Source: an optimization exercise on an open RTL-to-GDS flow (aim: small area, a short achievable clock period and few clock cycles per item). Production flows keep margins and buffers that such runs may drop.
Where RTL was checked, it was by simulation tests only, not by an equivalence proof against the original.
Power is estimated from default activity; no workload was simulated.

== job 101 ==
==> module kpa_classify, before the edit <==
module kpa_classify
(
    input  logic                          clk,
    input  logic                          rst_n,
    input  logic                          cfg_we,
    input  logic [2:0]                    cfg_idx,
    input  logic [15:0]                   cfg_dat,
    input  logic                          in_valid,
    input  logic [kpa_pkg::PIXEL_W-1:0]   in_pixel,
    input  logic                          in_first,
    input  logic                          in_last,
    output logic                          out_valid,
    output logic [kpa_pkg::CLUSTER_W-1:0] out_label,
    output logic [5:0]                    out_label_oh,
    output logic [kpa_pkg::PIXEL_W-1:0]   out_pixel,
    output logic                          out_first,
    output logic                          out_last
);
    logic [7:0] hi_reg [6];
    logic [7:0] lo_reg [6];
    logic [5:0] lt_reg [6];
    logic [5:0] gt_reg [6];
    logic [5:0] w_lt;    
    logic [5:0] w_gt;    
    always_comb
    begin
        for (int j = 0; j < 6; j++)
        begin
            w_lt[j] = cfg_dat < {hi_reg[j], lo_reg[j]};
            w_gt[j] = !w_lt[j] && (cfg_dat != {hi_reg[j], lo_reg[j]});
        end
    end
    always_ff @(posedge clk or negedge rst_n)
    begin
        if (!rst_n)
        begin
            for (int k = 0; k < 6; k++)
            begin
                hi_reg[k] <= kpa_pkg::centroid_reset_value(k) >> 8;
                lo_reg[k] <= kpa_pkg::centroid_reset_value(k);
                lt_reg[k] <= '1;
                gt_reg[k] <= '0;
            end
        end
        else if (cfg_we)
        begin
            for (int k = 0; k < 6; k++)
            begin
                if (cfg_idx == 3'(k))
                begin
                    hi_reg[k] <= cfg_dat[15:8];
                    lo_reg[k] <= cfg_dat[7:0];
                end
                for (int j = 0; j < k; j++)
                begin
                    if (cfg_idx == 3'(k))
                    begin
                        lt_reg[j][k] <= w_gt[j];
                        gt_reg[j][k] <= w_lt[j];
                    end
                    else if (cfg_idx == 3'(j))
                    begin
                        lt_reg[j][k] <= w_lt[k];
                        gt_reg[j][k] <= w_gt[k];
                    end
                end
            end
        end
    end
    logic [5:0] s;       
    logic [5:0] is_l;
    logic [5:0] is_h;
    always_comb
    begin
        for (int k = 0; k < 6; k++)
        begin
            s[k] = (in_pixel > hi_reg[k]) || (in_pixel == hi_reg[k] && lo_reg[k] == 8'd0);
        end
    end
    always_comb
    begin
        for (int k = 0; k < 6; k++)
        begin
            is_l[k] = s[k];
            is_h[k] = !s[k];
            for (int j = 0; j < 6; j++)
            begin
                if (j < k)
                begin
                    if (s[j] && !lt_reg[j][k])
                    begin
                        is_l[k] = 1'b0;
                    end
                    if (!s[j] && !gt_reg[j][k])
                    begin
                        is_h[k] = 1'b0;
                    end
                end
                else if (j > k)
                begin
                    if (s[j] && lt_reg[k][j])
                    begin
                        is_l[k] = 1'b0;
                    end
                    if (!s[j] && gt_reg[k][j])
                    begin
                        is_h[k] = 1'b0;
                    end
                end
            end
        end
    end
    logic [15:0] c_l;
    logic [15:0] c_h;
    logic [2:0]  i_l;
    logic [2:0]  i_h;
    always_comb
    begin
        c_l = '0;
        c_h = '0;
        i_l = '0;
        i_h = '0;
        for (int k = 0; k < 6; k++)
        begin
            c_l = c_l | ({16{is_l[k]}} & {hi_reg[k], lo_reg[k]});
            c_h = c_h | ({16{is_h[k]}} & {hi_reg[k], lo_reg[k]});
            i_l = i_l | ({3{is_l[k]}} & 3'(k));
            i_h = i_h | ({3{is_h[k]}} & 3'(k));
        end
    end
    logic                        b_valid_reg;
    logic [15:0]                 b_cl_reg;
    logic [15:0]                 b_ch_reg;
    logic [2:0]                  b_il_reg;
    logic [2:0]                  b_ih_reg;
    logic [5:0]                  b_ohl_reg;
    logic [5:0]                  b_ohh_reg;
    logic                        b_lfirst_reg;
    logic [kpa_pkg::PIXEL_W-1:0] b_pixel_reg;
    logic                        b_first_reg;
    logic                        b_last_reg;
    logic [2:0] a_il;
    logic [2:0] a_ih;
    always_comb
    begin
        a_il = (|s) ? i_l : i_h;
        a_ih = (&s) ? i_l : i_h;
    end
    always_ff @(posedge clk or negedge rst_n)
    begin
        if (!rst_n)
        begin
            b_valid_reg <= 1'b0;
        end
        else
        begin
            b_valid_reg <= in_valid;
        end
    end
    always_ff @(posedge clk)
    begin
        b_cl_reg     <= c_l;
        b_ch_reg     <= c_h;
        b_il_reg     <= a_il;
        b_ih_reg     <= a_ih;
        b_ohl_reg    <= (|s) ? is_l : is_h;
        b_ohh_reg    <= (&s) ? is_l : is_h;
        b_lfirst_reg <= (a_il < a_ih);
        b_pixel_reg  <= in_pixel;
        b_first_reg  <= in_first;
        b_last_reg   <= in_last;
    end
    logic [17:0] op_a;
    logic [17:0] op_b;
    logic [17:0] op_n;
    logic [17:0] cs_s;
    logic [17:0] cs_c;
    logic [16:0] gen;
    logic [16:0] prop;
    logic        grp_g;
    logic        grp_p;
    logic        neg_dm1;    
    logic        neg_d;      
    logic        take_l;
    function automatic logic [1:0] group17(input logic [16:0] g, input logic [16:0] p);
        logic [16:0] g1, p1;
        logic [8:0]  g2, p2;
        logic [4:0]  g3, p3;
        logic [2:0]  g4, p4;
        logic [1:0]  g5, p5;
        for (int i = 0; i < 8; i++)
        begin
            g2[i] = g[2*i+1] | (p[2*i+1] & g[2*i]);
            p2[i] = p[2*i+1] & p[2*i];
        end
        g2[8] = g[16];
        p2[8] = p[16];
        for (int i = 0; i < 4; i++)
        begin
            g3[i] = g2[2*i+1] | (p2[2*i+1] & g2[2*i]);
            p3[i] = p2[2*i+1] & p2[2*i];
        end
        g3[4] = g2[8];
        p3[4] = p2[8];
        for (int i = 0; i < 2; i++)
        begin
            g4[i] = g3[2*i+1] | (p3[2*i+1] & g3[2*i]);
            p4[i] = p3[2*i+1] & p3[2*i];
        end
        g4[2] = g3[4];
        p4[2] = p3[4];
        g5[0] = g4[1] | (p4[1] & g4[0]);
        p5[0] = p4[1] & p4[0];
        g5[1] = g4[2];
        p5[1] = p4[2];
        group17 = {g5[1] | (p5[1] & g5[0]), p5[1] & p5[0]};
    endfunction
    always_comb
    begin
        op_a = {2'b00, b_cl_reg};
        op_b = {2'b00, b_ch_reg};
        op_n = ~{1'b0, b_pixel_reg, 9'd0};
        cs_s = op_a ^ op_b ^ op_n;
        cs_c = ((op_a & op_b) | (op_a & op_n) | (op_b & op_n)) << 1;
        gen  = cs_s[16:0] & cs_c[16:0];
        prop = cs_s[16:0] ^ cs_c[16:0];
        {grp_g, grp_p} = group17(gen, prop);
        neg_dm1 = cs_s[17] ^ cs_c[17] ^ grp_g;
        neg_d   = cs_s[17] ^ cs_c[17] ^ (grp_g | grp_p);
        take_l  = !neg_dm1 || (!neg_d && b_lfirst_reg);
        out_label    = take_l ? b_il_reg : b_ih_reg;
        out_label_oh = take_l ? b_ohl_reg : b_ohh_reg;
    end
    assign out_valid = b_valid_reg;
    assign out_pixel = b_pixel_reg;
    assign out_first = b_first_reg;
    assign out_last  = b_last_reg;
endmodule
==> flow/config.mk <==
export PLATFORM = sky130hd
export DESIGN_NAME = kmeans_pixel_assign_accumulate
export DESIGN_NICKNAME = kmeans_pixel_assign_accumulate
export VERILOG_FILES = /design/flow/design.v
export SDC_FILE = /design/flow/constraint.sdc
export NUM_CORES = 4
export LEC_CHECK = 0
export CAP_MARGIN = 20
export CORE_MARGIN = 2
export CORE_UTILIZATION = 60
export PLACE_DENSITY = 0.72
export SLEW_MARGIN = 20
==> flow/constraint.sdc <==
create_clock -name core_clock -period 11.0 [get_ports {clk}]
set_input_delay 2.2000 -clock core_clock [delete_from_list [all_inputs] [get_ports {clk}]]
set_output_delay 2.2000 -clock core_clock [all_outputs]
set_load 0.01 [all_outputs]
standard.sh (not shown) runs the stock make flow with config.mk's settings and CLKGATE_MAP_FILE= SYNTH_SCRIPT=/design/flow/synth_recipe.tcl, a recipe that flattens the netlist after the stock synthesis.
==> flow/flow/run.sh <==
#!/bin/bash
set -euo pipefail
bash standard.sh SETUP_SLACK_MARGIN=7.6 "BUFFER_PORTS_ARGS=-buffer_cell sky130_fd_sc_hd__buf_2" finish > orfs_make.log 2>&1
Testbench counts of job 101, summed over its fixed seeds: cycles 31,904, pixels 30,720.
Edits applied to the flow inputs when going from job 101 to job 102:
--- a/flow/design.v
+++ b/flow/design.v
@@ -158,8 +158,6 @@
     logic                        b_valid_reg;
     logic [15:0]                 b_cl_reg;
     logic [15:0]                 b_ch_reg;
-    logic [2:0]                  b_il_reg;
-    logic [2:0]                  b_ih_reg;
     logic [5:0]                  b_ohl_reg;
     logic [5:0]                  b_ohh_reg;
     logic                        b_lfirst_reg;
@@ -188,8 +186,6 @@
     begin
         b_cl_reg     <= c_l;
         b_ch_reg     <= c_h;
-        b_il_reg     <= a_il;
-        b_ih_reg     <= a_ih;
         b_ohl_reg    <= (|s) ? is_l : is_h;
         b_ohh_reg    <= (&s) ? is_l : is_h;
         b_lfirst_reg <= (a_il < a_ih);
@@ -255,8 +251,10 @@
         neg_dm1 = cs_s[17] ^ cs_c[17] ^ grp_g;
         neg_d   = cs_s[17] ^ cs_c[17] ^ (grp_g | grp_p);
         take_l  = !neg_dm1 || (!neg_d && b_lfirst_reg);
-        out_label    = take_l ? b_il_reg : b_ih_reg;
         out_label_oh = take_l ? b_ohl_reg : b_ohh_reg;
+        out_label    = {out_label_oh[4] | out_label_oh[5],
+                        out_label_oh[2] | out_label_oh[3],
+                        out_label_oh[1] | out_label_oh[3] | out_label_oh[5]};
     end
     assign out_valid = b_valid_reg;
     assign out_pixel = b_pixel_reg;
[summary]
Changes observed in job 102 relative to job 101: share of power burned in the clock network now sits higher; global-route wire length before repair now sits higher; maximum number of pins on one net before global-route repair now sits lower; non-clock buffer count now sits higher. Higher multi-input combinational cell count among job 102 and job 101: job 102.
Only the layout flow was run in job 102; the RTL was not checked for function there.

-- port drivers added, routing unchanged --
No port has a modelled driver above. Below, the same layouts with a new extraction and two added sets of constraints. Step 1 assumes that a clkbuf_16 drives the clock port and a buf_2 every other input. Step 2, shift: input delay + t, output delay - t, t = (earliest + latest rising clock arrival at the registers) / 2. This alone moves slack from input paths to output paths. Three values: ideal, step 1, step 2; two values: the first two.
run | t, ns | setup slack, ns | clock arrival spread, ns | pins driven straight from the clock port
job 101 | 0.665 | 7.597 / 7.565 / 7.083 | 0.021 / 0.021 | 1
job 102 | 0.665 | 7.297 / 7.297 / 7.127 | 0.024 / 0.024 | 1
After both steps every run listed still meets setup and hold. The setup slack of job 101, which loses most, moves by -0.032 ns with the drivers and by -0.514 ns with both steps.
